Context: an optimization exercise on an open-source flow, tuned for small area, a short achievable clock period and few clock cycles. The choices shown serve that exercise and are no tape-out recipe.
Only simulation tests tie the RTL to the original design; equivalence was not proved.

`flow/config.mk`:
```
export PLATFORM = sky130hd
export DESIGN_NAME = systolic_array_tile
export DESIGN_NICKNAME = systolic_array_tile
export VERILOG_FILES = /design/flow/design.v
export SDC_FILE = /design/flow/constraint.sdc
export NUM_CORES = 4
export LEC_CHECK = 0
export CAP_MARGIN = 20
export CORE_MARGIN = 2
export CORE_UTILIZATION = 40
export SETUP_SLACK_MARGIN = 3.0
export SLEW_MARGIN = 20
export SYNTH_HIERARCHICAL = 1
```
`flow/constraint.sdc`:
```
create_clock -name core_clock -period 6.5 [get_ports {clk_i}]
set_input_delay 1.3000 -clock core_clock [delete_from_list [all_inputs] [get_ports {clk_i}]]
set_output_delay 1.3000 -clock core_clock [all_outputs]
set_load 0.01 [all_outputs]
```
`flow/design.v`:
```
module systolic_array_tile #(
    parameter int unsigned ROWS   = 4,
    parameter int unsigned COLS   = 4,
    parameter int unsigned DATA_W = 8,
    parameter int unsigned ACC_W  = 32,
    parameter int unsigned MAX_K  = 256,
    parameter int unsigned K_W    = $clog2(MAX_K + 1),
    localparam int unsigned ROW_W = (ROWS > 1) ? $clog2(ROWS) : 1
) (
    input  logic                    clk_i,
    input  logic                    rst_ni,
    input  logic                    start_i,
    input  logic [K_W-1:0]          k_len_i,
    output logic                    busy_o,
    input  logic                    op_valid_i,
    output logic                    op_ready_o,
    input  logic [ROWS*DATA_W-1:0]  a_i,
    input  logic [COLS*DATA_W-1:0]  b_i,
    output logic                    c_valid_o,
    input  logic                    c_ready_i,
    output logic [COLS*ACC_W-1:0]   c_o,
    output logic [ROW_W-1:0]        c_row_o,
    output logic                    c_last_o,
    output logic                    done_o
);
    localparam int unsigned RES_W = 24;    
    localparam logic [ROW_W-1:0] LAST_ROW = ROW_W'(ROWS - 1);
    logic               r_busy;
    logic               r_op_ready;
    logic               r_c_valid;
    logic               r_c_last;
    logic               r_done;
    logic               r_pend;      
    logic               r_pend2;     
    logic [K_W-1:0]     r_cnt;       
    logic [ROW_W-1:0]   r_row;
    logic [ROWS-1:0]    r_sel;       
    logic w_start, w_accept, w_last_beat, w_take_row;
    assign w_start     = !r_busy && start_i;
    assign w_accept    = r_op_ready && op_valid_i;
    assign w_last_beat = w_accept && (r_cnt == K_W'(1));
    assign w_take_row  = r_c_valid && c_ready_i;
    always_ff @(posedge clk_i or negedge rst_ni) begin
        if (!rst_ni) begin
            r_busy     <= 1'b0;
            r_op_ready <= 1'b0;
            r_c_valid  <= 1'b0;
            r_c_last   <= 1'b0;
            r_done     <= 1'b0;
            r_pend     <= 1'b0;
            r_pend2    <= 1'b0;
            r_cnt      <= '0;
            r_row      <= '0;
            r_sel      <= '0;
        end else begin
            r_done <= 1'b0;
            r_pend  <= (w_start && (k_len_i == '0)) || w_last_beat;
            r_pend2 <= r_pend;
            if (w_start) begin
                r_busy     <= 1'b1;
                r_cnt      <= k_len_i;
                r_op_ready <= (k_len_i != '0);
            end
            if (w_accept) begin
                r_cnt <= r_cnt - 1'b1;
                if (w_last_beat) r_op_ready <= 1'b0;
            end
            if (r_pend) begin
                r_sel     <= ROWS'(1);
            end
            if (r_pend2) begin
                r_c_valid <= 1'b1;
                r_c_last  <= (LAST_ROW == '0);
                r_row     <= '0;
                r_sel     <= ROWS'(2);
            end
            if (w_take_row) begin
                r_row    <= r_row + 1'b1;
                r_sel    <= r_sel << 1;     
                r_c_last <= (r_row == LAST_ROW - 1'b1);
                if (r_row == LAST_ROW) begin
                    r_c_valid <= 1'b0;
                    r_c_last  <= 1'b0;
                    r_busy    <= 1'b0;
                    r_done    <= 1'b1;
                end
            end
        end
    end
    logic [DATA_W-1:0] r_a  [ROWS];
    logic [3:0]        r_bo [COLS];
    logic [3:0]        r_bt [COLS];
    logic [3:0]        r_bn [COLS];
    always_ff @(posedge clk_i) begin
        for (int r = 0; r < ROWS; r++) r_a[r] <= a_i[r*DATA_W +: DATA_W];
    end
    for (genvar c = 0; c < COLS; c++) begin : g_benc
        logic [DATA_W:0] w_bx;    
        logic [3:0]      w_bo, w_bt, w_bn;
        assign w_bx = {b_i[c*DATA_W +: DATA_W], 1'b0};
        for (genvar m = 0; m < 4; m++) begin : g_dig
            assign w_bo[m] = w_bx[2*m+1] ^ w_bx[2*m];
            assign w_bt[m] = (w_bx[2*m+2] & ~w_bx[2*m+1] & ~w_bx[2*m])
                           | (~w_bx[2*m+2] & w_bx[2*m+1] & w_bx[2*m]);
            assign w_bn[m] = w_bx[2*m+2];
        end
        always_ff @(posedge clk_i or negedge rst_ni) begin
            if (!rst_ni) begin
                r_bo[c] <= '0;
                r_bt[c] <= '0;
                r_bn[c] <= '0;
            end else begin
                r_bo[c] <= w_accept ? w_bo : '0;
                r_bt[c] <= w_accept ? w_bt : '0;
                r_bn[c] <= w_accept ? w_bn : '0;
            end
        end
    end
    localparam int unsigned NB = 4;      
    logic [RES_W-1:0] w_vn  [ROWS][COLS];
    logic [NB-1:0]    w_cyn [ROWS][COLS];
    for (genvar r = 0; r < ROWS; r++) begin : g_row
        for (genvar c = 0; c < COLS; c++) begin : g_col
            sa_mac u_mac (
                .clk_i  (clk_i),
                .rst_ni (rst_ni),
                .start  (w_start),
                .a      (r_a[r]),
                .bo     (r_bo[c]),
                .bt     (r_bt[c]),
                .bn     (r_bn[c]),
                .vn     (w_vn[r][c]),
                .cyn    (w_cyn[r][c])
            );
        end
    end
    logic             w_load;
    logic [RES_W-1:0] r_c [COLS];
    assign w_load = r_pend2 || w_take_row;
    for (genvar c = 0; c < COLS; c++) begin : g_out
        logic [RES_W-1:0] w_vsel;
        logic [RES_W-1:0] w_csel;
        always_comb begin
            w_vsel = '0;
            w_csel = '0;
            for (int r = 0; r < ROWS; r++) begin
                if (r_sel[r]) begin
                    w_vsel = w_vsel | ~w_vn[r][c];
                    for (int i = 0; i < NB; i++) begin
                        w_csel[4*(i+1)] = w_csel[4*(i+1)] | !w_cyn[r][c][i];
                    end
                end
            end
        end
        always_ff @(posedge clk_i) begin
            if (w_load) r_c[c] <= w_vsel + w_csel;
        end
        assign c_o[c*ACC_W +: ACC_W] = {{(ACC_W-RES_W){r_c[c][RES_W-1]}}, r_c[c]};
    end
    assign busy_o     = r_busy;
    assign op_ready_o = r_op_ready;
    assign c_valid_o  = r_c_valid;
    assign c_row_o    = r_row;
    assign c_last_o   = r_c_last;
    assign done_o     = r_done;
endmodule
module sa_mac (
    input  logic        clk_i,
    input  logic        rst_ni,
    input  logic        start,    
    input  logic [7:0]  a,
    input  logic [3:0]  bo,       
    input  logic [3:0]  bt,       
    input  logic [3:0]  bn,       
    output logic [23:0] vn,        
    output logic [3:0]  cyn        
);
    logic          r_clr;    
    logic [23:0] r_vn;
    logic [3:0]  r_cyn;
    logic [23:0] w_vn;
    logic [3:0]  w_cyn;
    always_ff @(posedge clk_i or negedge rst_ni) begin
        if (!rst_ni) r_clr <= 1'b0;
        else         r_clr <= start;
    end
    always_ff @(posedge clk_i) begin
        r_vn  <= w_vn;
        r_cyn <= w_cyn;
    end
    assign vn  = r_vn;
    assign cyn = r_cyn;
    wire   clr = r_clr;
    wire pp_0_0 = ~(bo[0] & a[0]) ^ bn[0];
    wire pp_0_1 = ~((bo[0] & a[1]) | (bt[0] & a[0])) ^ bn[0];
    wire pp_0_2 = ~((bo[0] & a[2]) | (bt[0] & a[1])) ^ bn[0];
    wire pp_0_3 = ~((bo[0] & a[3]) | (bt[0] & a[2])) ^ bn[0];
    wire pp_0_4 = ~((bo[0] & a[4]) | (bt[0] & a[3])) ^ bn[0];
    wire pp_0_5 = ~((bo[0] & a[5]) | (bt[0] & a[4])) ^ bn[0];
    wire pp_0_6 = ~((bo[0] & a[6]) | (bt[0] & a[5])) ^ bn[0];
    wire pp_0_7 = ~((bo[0] & a[7]) | (bt[0] & a[6])) ^ bn[0];
    wire pp_0_8 = ~(~((bo[0] & a[7]) | (bt[0] & a[7])) ^ bn[0]);
    wire pp_1_0 = ~(bo[1] & a[0]) ^ bn[1];
    wire pp_1_1 = ~((bo[1] & a[1]) | (bt[1] & a[0])) ^ bn[1];
    wire pp_1_2 = ~((bo[1] & a[2]) | (bt[1] & a[1])) ^ bn[1];
    wire pp_1_3 = ~((bo[1] & a[3]) | (bt[1] & a[2])) ^ bn[1];
    wire pp_1_4 = ~((bo[1] & a[4]) | (bt[1] & a[3])) ^ bn[1];
    wire pp_1_5 = ~((bo[1] & a[5]) | (bt[1] & a[4])) ^ bn[1];
    wire pp_1_6 = ~((bo[1] & a[6]) | (bt[1] & a[5])) ^ bn[1];
    wire pp_1_7 = ~((bo[1] & a[7]) | (bt[1] & a[6])) ^ bn[1];
    wire pp_1_8 = ~(~((bo[1] & a[7]) | (bt[1] & a[7])) ^ bn[1]);
    wire pp_2_0 = ~(bo[2] & a[0]) ^ bn[2];
    wire pp_2_1 = ~((bo[2] & a[1]) | (bt[2] & a[0])) ^ bn[2];
    wire pp_2_2 = ~((bo[2] & a[2]) | (bt[2] & a[1])) ^ bn[2];
    wire pp_2_3 = ~((bo[2] & a[3]) | (bt[2] & a[2])) ^ bn[2];
    wire pp_2_4 = ~((bo[2] & a[4]) | (bt[2] & a[3])) ^ bn[2];
    wire pp_2_5 = ~((bo[2] & a[5]) | (bt[2] & a[4])) ^ bn[2];
    wire pp_2_6 = ~((bo[2] & a[6]) | (bt[2] & a[5])) ^ bn[2];
    wire pp_2_7 = ~((bo[2] & a[7]) | (bt[2] & a[6])) ^ bn[2];
    wire pp_2_8 = ~(~((bo[2] & a[7]) | (bt[2] & a[7])) ^ bn[2]);
    wire pp_3_0 = ~(bo[3] & a[0]) ^ bn[3];
    wire pp_3_1 = ~((bo[3] & a[1]) | (bt[3] & a[0])) ^ bn[3];
    wire pp_3_2 = ~((bo[3] & a[2]) | (bt[3] & a[1])) ^ bn[3];
    wire pp_3_3 = ~((bo[3] & a[3]) | (bt[3] & a[2])) ^ bn[3];
    wire pp_3_4 = ~((bo[3] & a[4]) | (bt[3] & a[3])) ^ bn[3];
    wire pp_3_5 = ~((bo[3] & a[5]) | (bt[3] & a[4])) ^ bn[3];
    wire pp_3_6 = ~((bo[3] & a[6]) | (bt[3] & a[5])) ^ bn[3];
    wire pp_3_7 = ~((bo[3] & a[7]) | (bt[3] & a[6])) ^ bn[3];
    wire pp_3_8 = ~(~((bo[3] & a[7]) | (bt[3] & a[7])) ^ bn[3]);
    wire [23:0] vg_n = r_vn | {24{clr}};
    wire [3:0] cg_n = r_cyn | {4{clr}};
    wire [7:0] hi_n = vg_n[23:16] + 1'b1;
    wire hs0, hc0;
    wire fs0, fc0;
    wire hs1, hc1;
    wire fs1, fc1;
    wire hs2, hc2;
    wire fs2, fc2;
    wire hs3, hc3;
    wire fs3, fc3;
    wire fs4, fc4;
    wire fs5, fc5;
    wire fs6, fc6;
    wire fs7, fc7;
    wire hs4, hc4;
    wire hs5, hc5;
    wire hs6, hc6;
    wire hs7, hc7;
    wire fs8, fc8;
    wire fs9, fc9;
    wire fs10, fc10;
    wire fs11, fc11;
    wire fs12, fc12;
    wire fs13, fc13;
    wire fs14, fc14;
    wire fs15, fc15;
    wire fs16, fc16;
    wire fs17, fc17;
    wire hs8, hc8;
    wire hs9, hc9;
    wire fs18, fc18;
    wire fs19, fc19;
    wire fs20, fc20;
    wire fs21, fc21;
    wire fs22, fc22;
    wire fs23, fc23;
    wire fs24, fc24;
    wire fs25, fc25;
    wire fs26, fc26;
    wire fs27, fc27;
    wire fs28, fc28;
    wire fs29, fc29;
    wire fs30, fc30;
    wire hs10, hc10;
    wire hs11, hc11;
    assign hs0 = ~cg_n[1];
    assign hc0 = cg_n[1];
    sa_fa u_fa0 (.x(~bn[2]), .y(cg_n[0]), .z(vg_n[4]), .s(fs0), .c(fc0));
    assign hs1 = ~(vg_n[5] ^ pp_0_5);
    assign hc1 = vg_n[5] | pp_0_5;
    sa_fa u_fa1 (.x(~bn[3]), .y(vg_n[6]), .z(pp_0_6), .s(fs1), .c(fc1));
    assign hs2 = ~(pp_1_4 ^ pp_2_2);
    assign hc2 = pp_1_4 | pp_2_2;
    sa_fa u_fa2 (.x(vg_n[7]), .y(pp_0_7), .z(pp_1_5), .s(fs2), .c(fc2));
    assign hs3 = ~(pp_2_3 ^ pp_3_1);
    assign hc3 = pp_2_3 | pp_3_1;
    sa_fa u_fa3 (.x(vg_n[8]), .y(pp_0_8), .z(pp_1_6), .s(fs3), .c(fc3));
    sa_fa u_fa4 (.x(pp_2_4), .y(pp_3_2), .z(hs0), .s(fs4), .c(fc4));
    sa_ha u_fa5 (.x(vg_n[9]), .y(pp_1_7), .s(fs5), .c(fc5));
    sa_fa u_fa6 (.x(pp_2_5), .y(pp_3_3), .z(hc0), .s(fs6), .c(fc6));
    sa_fa u_fa7 (.x(vg_n[10]), .y(pp_1_8), .z(pp_2_6), .s(fs7), .c(fc7));
    assign hs4 = ~vg_n[11];
    assign hc4 = vg_n[11];
    assign hs5 = ~(cg_n[2] ^ vg_n[12]);
    assign hc5 = cg_n[2] | vg_n[12];
    assign hs6 = ~(~bn[1] ^ vg_n[2]);
    assign hc6 = ~bn[1] | vg_n[2];
    assign hs7 = ~(vg_n[3] ^ pp_0_3);
    assign hc7 = vg_n[3] | pp_0_3;
    sa_fa u_fa8 (.x(pp_0_4), .y(pp_1_2), .z(pp_2_0), .s(fs8), .c(fc8));
    sa_fa u_fa9 (.x(pp_1_3), .y(pp_2_1), .z(fc0), .s(fs9), .c(fc9));
    sa_fa u_fa10 (.x(pp_3_0), .y(hc1), .z(hs2), .s(fs10), .c(fc10));
    sa_fa u_fa11 (.x(hc2), .y(hs3), .z(fc1), .s(fs11), .c(fc11));
    sa_fa u_fa12 (.x(hc3), .y(fc2), .z(fs3), .s(fs12), .c(fc12));
    sa_fa u_fa13 (.x(fc3), .y(fs5), .z(fc4), .s(fs13), .c(fc13));
    sa_fa u_fa14 (.x(pp_3_4), .y(fc5), .z(fs7), .s(fs14), .c(fc14));
    sa_fa u_fa15 (.x(pp_2_7), .y(pp_3_5), .z(hs4), .s(fs15), .c(fc15));
    sa_fa u_fa16 (.x(pp_2_8), .y(pp_3_6), .z(hc4), .s(fs16), .c(fc16));
    sa_ha u_fa17 (.x(vg_n[13]), .y(pp_3_7), .s(fs17), .c(fc17));
    assign hs8 = ~(~bn[0] ^ vg_n[0]);
    assign hc8 = ~bn[0] | vg_n[0];
    assign hs9 = ~(vg_n[1] ^ pp_0_1);
    assign hc9 = vg_n[1] | pp_0_1;
    sa_fa u_fa18 (.x(pp_0_2), .y(pp_1_0), .z(hs6), .s(fs18), .c(fc18));
    sa_fa u_fa19 (.x(pp_1_1), .y(hc6), .z(hs7), .s(fs19), .c(fc19));
    sa_fa u_fa20 (.x(hc7), .y(fs0), .z(fs8), .s(fs20), .c(fc20));
    sa_fa u_fa21 (.x(hs1), .y(fc8), .z(fs9), .s(fs21), .c(fc21));
    sa_fa u_fa22 (.x(fs1), .y(fc9), .z(fs10), .s(fs22), .c(fc22));
    sa_fa u_fa23 (.x(fs2), .y(fc10), .z(fs11), .s(fs23), .c(fc23));
    sa_fa u_fa24 (.x(fs4), .y(fc11), .z(fs12), .s(fs24), .c(fc24));
    sa_fa u_fa25 (.x(fs6), .y(fc12), .z(fs13), .s(fs25), .c(fc25));
    sa_fa u_fa26 (.x(fc6), .y(fc13), .z(fs14), .s(fs26), .c(fc26));
    sa_fa u_fa27 (.x(fc7), .y(fs15), .z(fc14), .s(fs27), .c(fc27));
    sa_fa u_fa28 (.x(hs5), .y(fc15), .z(fs16), .s(fs28), .c(fc28));
    sa_fa u_fa29 (.x(hc5), .y(fs17), .z(fc16), .s(fs29), .c(fc29));
    sa_fa u_fa30 (.x(vg_n[14]), .y(pp_3_8), .z(fc17), .s(fs30), .c(fc30));
    assign hs10 = ~vg_n[15];
    assign hc10 = vg_n[15];
    assign hs11 = ~(cg_n[3] ^ hi_n[0]);
    assign hc11 = cg_n[3] | hi_n[0];
    wire [23:0] row_x = {hi_n[7], hi_n[6], hi_n[5], hi_n[4], hi_n[3], hi_n[2], hc11, hc10, fc30, fc29, fc28, fc27, fc26, fc25, fc24, fc23, fc22, fc21, fc20, fc19, fc18, hc9, hc8, hs8};
    wire [23:0] row_y = {1'b1, 1'b1, 1'b1, 1'b1, 1'b1, 1'b1, hi_n[1], hs11, hs10, fs30, fs29, fs28, fs27, fs26, fs25, fs24, fs23, fs22, fs21, fs20, fs19, fs18, hs9, pp_0_0};
    assign {w_cyn[0], w_vn[3:0]} = 5'(row_x[3:0]) + 5'(row_y[3:0]) + 5'(1);
    assign {w_cyn[1], w_vn[7:4]} = 5'(row_x[7:4]) + 5'(row_y[7:4]) + 5'(1);
    assign {w_cyn[2], w_vn[11:8]} = 5'(row_x[11:8]) + 5'(row_y[11:8]) + 5'(1);
    assign {w_cyn[3], w_vn[15:12]} = 5'(row_x[15:12]) + 5'(row_y[15:12]) + 5'(1);
    assign w_vn[23:16] = row_x[23:16] + row_y[23:16] + 8'(1);
endmodule
module sa_fa (input logic x, input logic y, input logic z, output logic s, output logic c);
    assign s = x ^ y ^ z;
    assign c = (x & y) | (x & z) | (y & z);
endmodule
module sa_ha (input logic x, input logic y, output logic s, output logic c);
    assign s = x ^ y;
    assign c = x & y;
endmodule
```
`flow/run.sh`:
```
#!/bin/bash
# synth_recipe.tcl (not shown) runs the flow's synth.tcl, then flattens the netlist and writes it again
# the make line also repeats each setting of config.mk as NAME=value (left out here)
make -C /OpenROAD-flow-scripts/flow DESIGN_CONFIG=/design/flow/config.mk WORK_HOME=/design/flow/orfs CLKGATE_MAP_FILE= SYNTH_SCRIPT=/design/flow/synth_recipe.tcl finish
```
==> reports/metrics.csv, run 1 <==
stage,metric,value,unit
die,io_pins,213,
timing,period_share,0.555,
yosys,ys.flop_type,dfxtp_1,
clocking,cts_max_level,3,
route,wirelength_met1,83.6,mm
clocking,clk_pin_slew,0.06,ns
worst_setup_path,cp_max_fo,8,
yosys,ys_ff_latch,662,
route,via_per_inst,5.57,
die,die_area,0.155,mm2
placed_design,dpl.hpwl,127,mm
die,start_util,0.404,
worst_setup_path,crit_type,reg2reg,
route,drtPass1Iterations,6,
route,drt_wl_total,197,mm
worst_setup_path,path_cells,buf_12 -> a22oi_2 -> xor2_2 -> fa_1 -> fa_1 -> fa_1 -> inv_1 -> ha_2 -> inv_2 -> fa_2 -> a21o_1 -> a21o_1,
timing,setup_viol,0,
yosys,synth.distinct_cells,68,
yosys,synth_area,0.0606,mm2
run,cap_violations,0,
status,outcome,timing/DRC/antenna clean,
timing,tightest_slew,0.906,ns
timing,rsz0062_at_grt,yes,
timing,fmax,277,MHz
min_path,hp-start,r_pend$_DFF_PN0_,
timing,drv_slew,0,
clocking,cts_tree,built,
yosys,syn_nets,7381,
placed_design,gp_congestion,0.872,
timing,hold_viol,0,
worst_setup_path,cp_num_buf_inv,3,
route,drt-initial-drc-count,3913,
clocking,cts_root_buffer,clkbuf_16,
yosys,ys_warn_count,20,
clocking,cts_max_path_buffers,3,
worst_setup_path,worstRegToRegCells,12,
min_path,hold_path_end,r_pend2$_DFF_PN0_,
yosys,netlist_instances,6239,
global_routing,grt_pass1_wl,296,mm
yosys,synth_edf_count,96,
layout,stdcell_area,0.0709,mm2
route,drc_errors,0,
layout,final_util,0.472,
worst_setup_path,worstPathRequired,7.09,ns
yosys,avgSynthCellArea,9.71,um2
timing,fin_skew,0.0486,ns
yosys,yosys.area.top_type,fa_1,
layout,layout-drive-gt1-share,0.169,
worst_setup_path,ff2ff_setup_slack,2.89,ns
timing,setup_ws,2.89,ns
min_path,hold_class,reg2reg,
global_routing,grt_pass1_vias,48100,
yosys,synth.yosys.seq_area_share,0.242,
worst_setup_path,start_kind,flip-flop,
placed_design,pre_cts_ws,2.08,ns
timing,fin_crit,3.61,ns
global_routing,grt_start_max_net_pins,63,
die,coreArea,0.150,mm2
worst_setup_path,crit_family,adder cells,
clocking,clk_latency,0.74,ns
yosys,netlist_top_cells_area,"fa_1, dfxtp_1, ha_1, xnor2_1, a22oi_1",
global_routing,track_usage,0.253,
route,vias,47300,
yosys,async_flop_share,0.130,
min_path,hold_depth,0,
route,dr_wl_met3,18.9,mm
worst_setup_path,end_kind,flip-flop,
worst_setup_path,critical_path.most_common_cell,fa_1,
die,rows,142,
clocking,clkSinkCount,662,
layout,area_growth,17.0,%
worst_setup_path,arrival,4.20,ns
clocking,cts_made_buffers,85,
worst_setup_path,slowest_delay,0.54,ns
timing,tns,0,ns
clocking,hold_buffers,0,
global_routing,gr-total-overflow,0,
route,wl_per_cell,23.2,um
worst_setup_path,crit_slowest_cell,fa_1,
yosys,synth_top_area_frac,0.180,
global_routing,antenna_found_initial,16,
timing,slew_headroom,0.396,
layout,final_nets,7551,
worst_setup_path,reg2reg_from,r_a[0][5]$_DFF_P_,
route,wl_met2,85.8,mm
die,die_w,393,um
route,routed.top_layer,met5,
die,fp.dieH,393,um
route,ant_nets,0,
worst_setup_path,r2r-end,g_row[0].g_col[1].u_mac.r_cyn[2]$_DFF_P_,
placed_design,dpl_cell_area,0.0644,mm2
placed_design,portBuffers,212,
## state kept, by name, summed over array words and instances (netlist names)
| name | flops |
|---|---|
| r_a | 32 |
| r_bt | 16 |
| g_row.g_col.u_mac.r_vn | 384 |
| r_c_last | 1 |
| r_busy | 1 |
| r_bn | 16 |
| r_bo | 16 |
| r_c | 96 |
| g_row.g_col.u_mac.r_cyn | 64 |
| r_sel | 4 |
| g_row.g_col.u_mac.r_clr | 16 |
| r_c_valid | 1 |
| r_op_ready | 1 |
| r_done | 1 |
| r_row | 2 |
| r_cnt | 9 |
| r_pend2 | 1 |
| r_pend | 1 |
## modules after synthesis, one instance, submodules excluded
| module | cell area [um2] | flip-flops and latches |
|---|---|---|
| sa_ha | 12.5 | 0 |
| systolic_array_tile | 11400 | 198 |
| sa_mac | 2470 | 29 |
| sa_fa | 20.0 | 0 |
## cells by family (layout without fill, tap and decap cells)
| family | count (synthesis) | in the layout | synth area share |
|---|---|---|---|
| muxes | 18 | 18 | 0.00297 |
| AOI/OAI and AO/OA | 1255 | 1255 | 0.157 |
| adders and majority gates | 1064 | 1064 | 0.287 |
| buffers and inverters | 1054 | 1297 | 0.0688 |
| other | 0 | 1 | 0 |
| xor gates and xnor gates | 892 | 892 | 0.129 |
| and+or+nand+nor | 1294 | 1294 | 0.113 |
| DFF | 662 | 662 | 0.242 |
## layout make-up
cell class | count | area, um2
Sequential cell | 662 | 14900
Tap cell | 2016 | 2520
Timing Repair Buffer | 520 | 5770
Antenna cell | 1 | 2.50
Clock buffer | 113 | 2360
Inverter | 617 | 2370
Clock inverter | 47 | 520
Multi-Input combinational cell | 4523 | 42500
Fill cell | 14000 | 79200
## worst register-to-register path: cells and delay by family, from the launching register on
family,cells,cell delay [ns]
buf+inv,3,0.29
compound gates,3,0.64
flops,1,0.39
fa+ha+maj,5,1.95
xor+xnor,1,0.23
## Yosys cell counts, types with 16 or more instances
library cell	instances
a21o_1	224
inv_1	584
buf_4	34
or3_4	16
nand4b_1	17
o311ai_0	21
a21boi_0	16
o21ai_1	16
a311o_1	16
dfrtp_1	86
or2_2	280
dfxtp_1	480
clkbuf_1	345
a211oi_4	16
edfxtp_1	96
a22oi_1	449
nand2_1	263
o311ai_2	16
nor2_1	273
nand4_1	19
clkbuf_2	16
a311oi_1	33
nand2b_1	121
or3_1	17
buf_2	28
nand2_2	16
nor2b_1	69
a21oi_1	91
nor3b_1	16
o211ai_1	20
xor2_1	265
fa_1	544
a31oi_1	29
mux2i_1	18
o22ai_1	121
o21ai_0	88
o2111a_1	45
and3_1	72
xnor2_1	627
inv_2	32
nand3_1	71
o2111ai_1	18
ha_1	520
## how the worst max path moves through the flow
stage / from / endpoint / depth (start not counted)
detailed placement: op_valid_i / r_cnt[6]$_DFFE_PN0P_ / 7
global placement: op_valid_i / r_cnt[6]$_DFFE_PN0P_ / 7
global route: r_bo[0][1]$_DFF_PN0_ / g_row[1].g_col[0].u_mac.r_cyn[2]$_DFF_P_ / 13
finish: r_a[0][5]$_DFF_P_ / g_row[0].g_col[1].u_mac.r_cyn[2]$_DFF_P_ / 12
CTS: r_bo[1][1]$_DFF_PN0_ / g_row[3].g_col[1].u_mac.r_cyn[2]$_DFF_P_ / 12
floorplan: g_row[0].g_col[0].u_mac.r_clr$_DFF_PN0_ / g_row[0].g_col[0].u_mac.r_cyn[2]$_DFF_P_ / 12
## per-stage QoR
| stage | hold slack, ns | std cells |
|---|---|---|
| after floorplan | 0.375 | 6239 |
| after global placement | 0.420 | 8146 |
| after detailed placement | 0.430 | 8147 |
| after CTS | 0.436 | 8434 |
| after global routing | 0.466 | 8498 |
| final | 0.437 | 8499 |
## timing repair
item,CTS,global route
pin swaps,48,113
gates resized for setup,250,189
endpoints found under the setup margin,235,94
setup buffers,120,60
cloned,7,4
## cell usage in the layout (no fill, tap or decap), drive strengths merged, types with 18 or more instances in the layout
| master | instances |
|---|---|
| xor2 | 265 |
| a21o | 224 |
| nand2b | 121 |
| nor2 | 273 |
| dfrtp | 86 |
| o2111ai | 18 |
| clkbuf | 119 |
| o311ai | 37 |
| a22oi | 449 |
| a21oi | 91 |
| a31oi | 29 |
| mux2i | 18 |
| o2111a | 47 |
| ha | 520 |
| o21ai | 104 |
| clkdlybuf4s50 | 211 |
| buf | 296 |
| dfxtp | 480 |
| edfxtp | 96 |
| nand4 | 21 |
| nand3 | 71 |
| a311oi | 33 |
| fa | 544 |
| inv | 621 |
| or3 | 33 |
| xnor2 | 627 |
| o22ai | 121 |
| nor2b | 69 |
| and3 | 72 |
| or2 | 280 |
| o211ai | 20 |
| clkinv | 29 |
| nand2 | 279 |
## layer usage
layer / vias up / track usage
li1: 21400 / -
met1: 23500 / 0.339
met2: 1940 / 0.388
met3: 381 / 0.0582
met4: 16 / 0.109
met5: - / 0
Testbench counts, summed over its fixed seeds: cycles 10,800.
==> run 2, diff against run 1 <==
--- a/flow/design.v
+++ b/flow/design.v
@@ -36,3 +36,2 @@
     logic [ROW_W-1:0]   r_row;
-    logic [ROWS-1:0]    r_sel;       
     logic w_start, w_accept, w_last_beat, w_take_row;
@@ -53,3 +52,2 @@
             r_row      <= '0;
-            r_sel      <= '0;
         end else begin
@@ -67,5 +65,2 @@
             end
-            if (r_pend) begin
-                r_sel     <= ROWS'(1);
-            end
             if (r_pend2) begin
@@ -74,3 +69,2 @@
                 r_row     <= '0;
-                r_sel     <= ROWS'(2);
             end
@@ -78,3 +72,2 @@
                 r_row    <= r_row + 1'b1;
-                r_sel    <= r_sel << 1;     
                 r_c_last <= (r_row == LAST_ROW - 1'b1);
@@ -106,12 +99,6 @@
         end
-        always_ff @(posedge clk_i or negedge rst_ni) begin
-            if (!rst_ni) begin
-                r_bo[c] <= '0;
-                r_bt[c] <= '0;
-                r_bn[c] <= '0;
-            end else begin
-                r_bo[c] <= w_accept ? w_bo : '0;
-                r_bt[c] <= w_accept ? w_bt : '0;
-                r_bn[c] <= w_accept ? w_bn : '0;
-            end
+        always_ff @(posedge clk_i) begin
+            r_bo[c] <= w_accept ? w_bo : '0;
+            r_bt[c] <= w_accept ? w_bt : '0;
+            r_bn[c] <= w_accept ? w_bn : '0;
         end
@@ -136,24 +123,21 @@
     end
-    logic             w_load;
-    logic [RES_W-1:0] r_c [COLS];
-    assign w_load = r_pend2 || w_take_row;
     for (genvar c = 0; c < COLS; c++) begin : g_out
-        logic [RES_W-1:0] w_vsel;
-        logic [RES_W-1:0] w_csel;
-        always_comb begin
-            w_vsel = '0;
-            w_csel = '0;
-            for (int r = 0; r < ROWS; r++) begin
-                if (r_sel[r]) begin
-                    w_vsel = w_vsel | ~w_vn[r][c];
-                    for (int i = 0; i < NB; i++) begin
-                        w_csel[4*(i+1)] = w_csel[4*(i+1)] | !w_cyn[r][c][i];
-                    end
-                end
-            end
-        end
-        always_ff @(posedge clk_i) begin
-            if (w_load) r_c[c] <= w_vsel + w_csel;
-        end
-        assign c_o[c*ACC_W +: ACC_W] = {{(ACC_W-RES_W){r_c[c][RES_W-1]}}, r_c[c]};
+        logic [ROWS*RES_W-1:0] w_vn_col;
+        logic [ROWS*NB-1:0]    w_cyn_col;
+        logic [RES_W-1:0]      w_c;
+        for (genvar r = 0; r < ROWS; r++) begin : g_r
+            assign w_vn_col[r*RES_W +: RES_W] = w_vn[r][c];
+            assign w_cyn_col[r*NB +: NB]      = w_cyn[r][c];
+        end
+        sa_out u_out (
+            .clk_i  (clk_i),
+            .rst_ni (rst_ni),
+            .pend   (r_pend),
+            .pend2  (r_pend2),
+            .take   (w_take_row),
+            .vn     (w_vn_col),
+            .cyn    (w_cyn_col),
+            .c      (w_c)
+        );
+        assign c_o[c*ACC_W +: ACC_W] = {{(ACC_W-RES_W){w_c[RES_W-1]}}, w_c};
     end
@@ -166,2 +150,46 @@
 endmodule
+module sa_out #(
+    parameter int unsigned ROWS  = 4,
+    parameter int unsigned RES_W = 24,
+    parameter int unsigned NB    = 4
+) (
+    input  logic                   clk_i,
+    input  logic                   rst_ni,
+    input  logic                   pend,     
+    input  logic                   pend2,    
+    input  logic                   take,     
+    input  logic [ROWS*RES_W-1:0]  vn,       
+    input  logic [ROWS*NB-1:0]     cyn,      
+    output logic [RES_W-1:0]       c
+);
+    logic [ROWS-1:0]  r_sel;    
+    logic [RES_W-1:0] r_c;
+    logic [RES_W-1:0] w_vsel;
+    logic [NB-1:0]    w_csel;
+    logic [RES_W-1:0] w_cy;
+    always_ff @(posedge clk_i or negedge rst_ni) begin
+        if (!rst_ni) begin
+            r_sel <= '0;
+        end else if (pend) begin
+            r_sel <= ROWS'(1);
+        end else if (pend2 || take) begin
+            r_sel <= r_sel << 1;
+        end
+    end
+    always_comb begin
+        w_vsel = '0;
+        w_csel = '0;
+        for (int r = 0; r < ROWS; r++) begin
+            if (r_sel[r]) begin
+                w_vsel = w_vsel | ~vn[r*RES_W +: RES_W];
+                w_csel = w_csel | ~cyn[r*NB +: NB];
+            end
+        end
+    end
+    assign w_cy = {1'b0, 1'b0, 1'b0, 1'b0, 1'b0, 1'b0, 1'b0, w_csel[3], 1'b0, 1'b0, 1'b0, w_csel[2], 1'b0, 1'b0, 1'b0, w_csel[1], 1'b0, 1'b0, 1'b0, w_csel[0], 1'b0, 1'b0, 1'b0, 1'b0};    
+    always_ff @(posedge clk_i) begin
+        if (pend2 || take) r_c <= w_vsel + w_cy;
+    end
+    assign c = r_c;
+endmodule
 module sa_mac (
==> run 2 against run 1 <==
Effect of this change: still clean; first-iteration DRC count rose by 10%; non-clock buffer count rose by 11; die area rose by 0.42%; highest routed layer unchanged.
==> reports/metrics.csv, run 2 <==
stage,metric,value,unit
status,outcome,timing/DRC/antenna clean,
yosys,netlist_top_cells_area,"fa_1, dfxtp_1, ha_1, xnor2_1, a22oi_1",
yosys,synth_area,0.0609,mm2
worst_setup_path,crit_slowest_cell,fa_1,
placed_design,portBuffers,212,
route,wl_per_cell,23.3,um
placed_design,gp_congestion,0.908,
route,drt-initial-drc-count,4321,
run,cap_violations,0,
global_routing,grt_start_max_net_pins,45,
yosys,async_flop_share,0.0742,
worst_setup_path,crit_type,reg2reg,
layout,final_cell_mix,"xnor2_1, inv_1, ha_1, fa_1, dfxtp_1",
clocking,clk_latency,0.73,ns
global_routing,grt_pass1_vias,48700,
yosys,syn_nets,7407,
layout,reg_top3,"g_row.g_col.u_mac.r_vn (384), g_out.u_out.r_c (96), g_row.g_col.u_mac.r_cyn (64)",
clocking,cts_max_path_buffers,3,
route,vias,47800,
clocking,cts_root_buffer,clkbuf_16,
timing,setup_ws,2.97,ns
placed_design,pre_cts_ws,2.17,ns
yosys,ys.flop_type,dfxtp_1,
timing,hold_viol,0,
worst_setup_path,cp_max_fo,7,
worst_setup_path,startpoint,r_a[1][6]$_DFF_P_,
clocking,cts_tree,built,
route,drc_errors,0,
worst_setup_path,critical_path.most_common_cell,fa_1,
min_path,hold_class,in2async,
worst_setup_path,arrival,4.14,ns
timing,fin_skew,0.0330,ns
layout,fillers,14000,
yosys,ys_ff_latch,674,
worst_setup_path,start_kind,flip-flop,
layout,largest_register_ffs,384,
die,coreArea,0.152,mm2
die,io_pins,213,
yosys,synth_top_area_frac,0.179,
route,drtPass1Iterations,8,
die,start_util,0.402,
layout,layout-drive-gt1-share,0.168,
worst_setup_path,crit_family,adder cells,
timing,fin_crit,3.53,ns
layout,regMostFlops,g_row.g_col.u_mac.r_vn,
clocking,clkSinkCount,674,
worst_setup_path,cp_num_buf_inv,4,
yosys,netlist_instances,6265,
yosys,synth.yosys.seq_area_share,0.242,
worst_setup_path,endpoint,g_row[1].g_col[1].u_mac.r_cyn[2]$_DFF_P_,
placed_design,dpl.hpwl,129,mm
timing,tightest_slew,1.06,ns
die,rows,143,
layout,layout_commonest_cell,xnor2_1,
die,die_area,0.155,mm2
clocking,clk_pin_slew,0.06,ns
yosys,yosys.area.top_type,fa_1,
timing,slew_headroom,0.275,
die,die_w,394,um
yosys,ys_warn_count,19,
timing,period_share,0.543,
timing,rsz0062_at_grt,yes,
global_routing,track_usage,0.247,
yosys,synthTopCellsByCount,"xnor2_1, inv_1, fa_1, dfxtp_1, ha_1",
route,via_per_inst,5.58,
yosys,avgSynthCellArea,9.71,um2
worst_setup_path,end_kind,flip-flop,
layout,area_growth,17.2,%
worst_setup_path,r2r-end,g_row[1].g_col[1].u_mac.r_cyn[2]$_DFF_P_,
timing,tns,0,ns
yosys,post-synth-top-count-cell,xnor2_1,
timing,setup_viol,0,
clocking,cts_max_level,3,
placed_design,dpl_cell_area,0.0646,mm2
worst_setup_path,worstPathRequired,7.11,ns
timing,holdWs,0.417,ns
placed_design,dp_cells,8188,
die,fp.dieH,394,um
yosys,synth_edf_count,96,
layout,stdcell_area,0.0713,mm2
worst_setup_path,slowest_delay,0.53,ns
route,ant_nets,0,
worst_setup_path,ff2ff_setup_slack,2.97,ns
worst_setup_path,path_cells,buf_12 -> buf_4 -> a22oi_2 -> xor2_1 -> fa_1 -> fa_1 -> fa_1 -> inv_1 -> ha_1 -> inv_1 -> fa_2 -> a21o_1 -> a21o_1,
clocking,cts_made_buffers,88,
worst_setup_path,worstRegToRegCells,13,
global_routing,grt_pass1_wl,296,mm
yosys,synth.distinct_cells,69,
worst_setup_path,reg2reg_from,r_a[1][6]$_DFF_P_,
worst_setup_path,crit_cells,13,
global_routing,gr-total-overflow,0,
timing,fmax,283,MHz
clocking,hold_buffers,0,
global_routing,antenna_found_initial,19,
timing,drv_slew,0,
layout,final_nets,7605,
layout,fin_cells,8568,
route,drt_wl_total,200,mm
==> run 2: final cells by class <==
cell class,instances,area (um2),share of cell area
Multi-Input combinational cell,4530,42400,0.595
Sequential cell,674,15000,0.210
Inverter,637,2440,0.0343
Clock inverter,47,529,0.00742
Tap cell,2030,2540,0.0356
Timing Repair Buffer,531,5910,0.0829
Timing Repair inverter,1,5.00,0.0000702
Antenna cell,2,5.00,0.0000702
Clock buffer,116,2480,0.0348
==> run 2: worst min path at each step <==
stage / startpoint / to / slack [ns] / cells past startpoint
finish: rst_ni / r_row[1]$_DFFE_PN0P_ / 0.42 / 1
global route: rst_ni / r_row[1]$_DFFE_PN0P_ / 0.42 / 1
CTS: rst_ni / r_row[1]$_DFFE_PN0P_ / 0.39 / 1
detailed placement: r_busy$_DFF_PN0_ / r_busy$_DFF_PN0_ / 0.50 / 2
global placement: r_busy$_DFF_PN0_ / r_busy$_DFF_PN0_ / 0.50 / 2
floorplan: r_cnt[5]$_DFFE_PN0P_ / r_cnt[5]$_DFFE_PN0P_ / 0.47 / 1
==> run 2: worst register-to-register path, stage by stage (launching register included) <==
cell and delay (ns):
dfxtp_4 0.39, buf_12 0.18, buf_4 0.17, a22oi_2 0.12, xor2_1 0.21, fa_1 0.46, fa_1 0.53, fa_1 0.42
inv_1 0.07, ha_1 0.13, inv_1 0.07, fa_2 0.35, a21o_1 0.16, a21o_1 0.16
==> run 2: cells by family (layout without fill, tap and decap cells) <==
| family | after synthesis | in the layout | synth area share |
|---|---|---|---|
| AOI/OAI and AO/OA | 1257 | 1257 | 0.156 |
| xor gates and xnor gates | 892 | 892 | 0.128 |
| adders and majority gates | 1064 | 1064 | 0.286 |
| buffers and inverters | 1061 | 1332 | 0.0685 |
| DFF | 674 | 674 | 0.242 |
| muxes | 17 | 17 | 0.00280 |
| other | 0 | 2 | 0 |
| and+or+nand+nor | 1300 | 1300 | 0.117 |
==> run 2: Yosys stat by module (local to each module, per instance) <==
module	flops+latches	area (um2)	cells inside	times used
sa_ha	0	12.5	1	32
systolic_array_tile	98	3350	301	1
sa_mac	29	2470	288	16
sa_out	28	2070	215	4
sa_fa	0	20.0	1	464
==> run 2: stage by stage <==
stage / util
6_report: 0.470
5_1_grt: 0.470
4_1_cts: 0.460
3_5_place_dp: 0.426
3_3_place_gp: 0.426
2_1_floorplan: -
==> run 2: what timing repair did <==
item,CTS,global route
cloned,11,14
pin swaps,26,116
resized for setup,237,182
buffers inserted,111,79
endpoints found under the setup margin,237,137
==> run 2: per-layer routing <==
layer | vias to the layer above | GRT usage | part of all wire | wire length, um
li1 | 21600 | - | - | -
met1 | 23800 | 0.330 | 0.42 | 83300
met2 | 2006 | 0.381 | 0.44 | 87800
met3 | 426 | 0.0668 | 0.11 | 21100
met4 | 30 | 0.0935 | 0.037 | 7460
met5 | - | 0 | 0.00090 | 180
Testbench counts of run 2, summed over its fixed seeds: cycles 10,800.
==> run 3, diff against run 2 <==
--- a/flow/config.mk
+++ b/flow/config.mk
@@ -9,3 +9,3 @@
 export CORE_MARGIN = 2
-export CORE_UTILIZATION = 40
+export CORE_UTILIZATION = 60
 export SETUP_SLACK_MARGIN = 3.0
==> run 3 against run 2 <==
Effect of this change: cell area shrank 1.2%; first-iteration DRC count rose by 17%; synthesized cell count did not move; cell count decreased by 8.1%; setup slack worse by 0.017 ns; die area is 33% lower; critical path depth shrank 1; clock skew fell by 0.010 ns; non-clock buffer count decreased by 12; highest routed layer unchanged.
==> reports/metrics.csv, run 3 <==
stage,metric,value,unit
yosys,synth.distinct_cells,69,
clocking,cts_tree,built,
die,fp.dieH,322,um
min_path,hp-start,r_busy$_DFF_PN0_,
yosys,yosys.area.top_type,fa_1,
layout,fillers,7786,
global_routing,gr-total-overflow,0,
min_path,hold_path_end,r_busy$_DFF_PN0_,
route,via_per_inst,6.16,
worst_setup_path,ff2ff_setup_slack,2.95,ns
timing,slew_headroom,0.282,
timing,fin_skew,0.0228,ns
timing,drv_slew,0,
worst_setup_path,start_kind,flip-flop,
die,start_util,0.607,
timing,setup_ws,2.95,ns
die,rows,116,
layout,area_growth,15.8,%
worst_setup_path,end_kind,flip-flop,
status,outcome,timing/DRC/antenna clean,
layout,stdcell_area,0.0705,mm2
timing,tns,0,ns
yosys,netlist_instances,6265,
clocking,cts_max_path_buffers,3,
layout,final_cell_mix,"xnor2_1, inv_1, ha_1, fa_1, dfxtp_1",
run,cap_violations,0,
clocking,cts_max_level,3,
timing,hold_viol,0,
die,die_area,0.104,mm2
route,drt_wl_total,195,mm
yosys,synth_area,0.0609,mm2
yosys,avgSynthCellArea,9.71,um2
timing,setup_viol,0,
worst_setup_path,worstPathRequired,7.07,ns
timing,tightest_slew,1.08,ns
die,io_pins,213,
yosys,post-synth-top-count-cell,xnor2_1,
die,coreArea,0.100,mm2
layout,final_nets,7587,
min_path,hold_depth,2,
global_routing,grt_pass1_wl,285,mm
yosys,synth_top_area_frac,0.179,
placed_design,pre_cts_ws,2.22,ns
placed_design,dpl.hpwl,123,mm
yosys,synthTopCellsByCount,"xnor2_1, inv_1, fa_1, dfxtp_1, ha_1",
clocking,clk_pin_slew,0.06,ns
yosys,synth_edf_count,96,
layout,multiInputGateArea,0.0424,mm2
route,vias,48500,
min_path,hold_class,reg2reg,
worst_setup_path,cp_max_fo,6,
timing,holdWs,0.528,ns
yosys,syn_nets,7407,
yosys,async_flop_share,0.0742,
worst_setup_path,r2r-end,g_row[0].g_col[2].u_mac.r_cyn[2]$_DFF_P_,
clocking,clkSinkCount,674,
global_routing,antenna_found_initial,4,
route,wl_per_cell,24.8,um
yosys,synth.yosys.seq_area_share,0.242,
layout,layout_commonest_cell,xnor2_1,
global_routing,grt_start_max_net_pins,51,
worst_setup_path,arrival,4.12,ns
placed_design,gp_congestion,0.919,
worst_setup_path,reg2reg_from,r_bo[2][0]$_SDFF_PP0_,
layout,regMostFlops,g_row.g_col.u_mac.r_vn,
layout,regArea,0.0150,mm2
route,ant_nets,0,
clocking,clk_latency,0.69,ns
worst_setup_path,crit_type,reg2reg,
timing,fin_crit,3.55,ns
clocking,cts_root_buffer,clkbuf_16,
timing,period_share,0.546,
yosys,ys.flop_type,dfxtp_1,
placed_design,dpl_cell_area,0.0637,mm2
global_routing,grt_pass1_vias,48200,
yosys,ys_ff_latch,674,
layout,reg_top3,"g_row.g_col.u_mac.r_vn (384), g_out.u_out.r_c (96), g_row.g_col.u_mac.r_cyn (64)",
yosys,ys_warn_count,19,
route,drtPass1Iterations,6,
die,die_w,322,um
route,drt-initial-drc-count,5044,
placed_design,portBuffers,212,
worst_setup_path,worstRegToRegCells,12,
timing,fmax,282,MHz
layout,layout-drive-gt1-share,0.163,
route,drc_errors,0,
layout,largest_register_ffs,384,
timing,rsz0062_at_grt,yes,
yosys,netlist_top_cells_area,"fa_1, dfxtp_1, ha_1, xnor2_1, a22oi_1",
clocking,cts_made_buffers,82,
global_routing,track_usage,0.359,
[run 3: cell counts after synthesis]
Identical to the previous run, type by type.
[run 3: stage by stage]
stage           util  std cells
4_1_cts        0.685       7772
2_1_floorplan      -       6265
3_3_place_gp   0.635       7511
3_5_place_dp   0.635       7512
6_report       0.702       7876
5_1_grt        0.702       7870
[run 3: logic make-up (layout without fill, tap and decap cells)]
kind of cell / after synthesis / count (layout) / synth area share
and+or+nand+nor: 1300 / 1300 / 0.117
adders and majority gates: 1064 / 1064 / 0.286
other: 0 / 6 / 0
xor gates and xnor gates: 892 / 892 / 0.128
muxes: 17 / 17 / 0.00280
AOI/OAI and AO/OA: 1257 / 1257 / 0.156
DFF: 674 / 674 / 0.242
buffers and inverters: 1061 / 1309 / 0.0685
[run 3: repair_timing]
item | 4_1_cts | 5_1_grt
buffers inserted | 98 | 77
pin swaps | 22 | 125
setup endpoints to repair | 195 | 120
gates resized for setup | 202 | 210
gates cloned | 10 | 19
hold buffers | 0 | 0
[run 3: area by class of cell]
class | count | area share
multi-input combinational | 4530 | 0.602
sequential | 674 | 0.212
timing repair buffer | 519 | 0.0853
clock buffer | 118 | 0.0350
inverter | 637 | 0.0346
tap | 1357 | 0.0241
clock inverter | 34 | 0.00645
antenna | 6 | 0.000213
timing repair inverter | 1 | 0.000107
[run 3: worst max-delay path by stage]
stage                                                  startpoint                                  endpoint  slack [ns]  depth (start not counted)
after floorplan           g_row[0].g_col[0].u_mac.r_clr$_DFF_PN0_  g_row[0].g_col[0].u_mac.r_cyn[2]$_DFF_P_        2.98                         12
after CTS                                   r_bn[2][0]$_SDFF_PP0_  g_row[0].g_col[2].u_mac.r_cyn[2]$_DFF_P_        2.90                         11
after detailed placement                    r_bo[2][1]$_SDFF_PP0_  g_row[0].g_col[2].u_mac.r_cyn[2]$_DFF_P_        2.22                         12
after global routing                        r_bo[2][0]$_SDFF_PP0_  g_row[0].g_col[2].u_mac.r_cyn[2]$_DFF_P_        2.83                         12
after global placement                      r_bo[2][1]$_SDFF_PP0_  g_row[0].g_col[2].u_mac.r_cyn[2]$_DFF_P_        2.25                         12
final                                       r_bo[2][0]$_SDFF_PP0_  g_row[0].g_col[2].u_mac.r_cyn[2]$_DFF_P_        2.95                         12
[run 3: worst max-delay path, cell delays in order (launching register included)]
cell	delay (ns)
dfxtp_4	0.38
buf_4	0.18
o21ai_0	0.21
xnor2_1	0.13
fa_1	0.59
fa_1	0.45
fa_1	0.50
inv_1	0.08
ha_1	0.15
inv_1	0.06
fa_1	0.40
a21o_1	0.17
a21o_1	0.16
[run 3: per-module statistics from Yosys, one instance, submodules excluded]
module	flip-flops and latches	times used	area, um2
systolic_array_tile	98	1	3350
sa_fa	0	464	20.0
sa_ha	0	32	12.5
sa_mac	29	16	2470
sa_out	28	4	2070
[run 3: routing by layer]
metal	global-route usage	vias up	part of all wire
met5	0	-	0.00065
met4	0.135	6	0.050
met3	0.0873	627	0.11
met2	0.555	2550	0.43
met1	0.489	23800	0.40
li1	-	21600	-

[what the ideal ports hide]
No port has a modelled driver above. Below, the same layouts with a new extraction and two added sets of constraints. Step 1, drivers: a clkbuf_16 drives clk_i and a buf_2 each remaining input, both assumed. Step 2 moves the port delays by t, midway between the first and last clock arrival at a register: inputs arrive t later, outputs are due t later. That takes back most of the time a late clock gives input paths. a / b / c = no drivers / after step 1 / after step 2; a / b = the first two.
run | shift t [ns] | setup WS [ns] | slew at the worst register clock pin (ns)
run 1 | 0.796 | 2.893 / 2.893 / 2.405 | 0.07 / 0.07
run 2 | 0.791 | 2.968 / 2.968 / 2.337 | 0.06 / 0.06
run 3 | 0.752 | 2.951 / 2.951 / 2.426 | 0.07 / 0.07
After both steps every run listed still meets setup and hold. For run 2, which loses most, drivers alone change the setup slack by 0.000 ns; drivers and shift together by -0.631 ns.
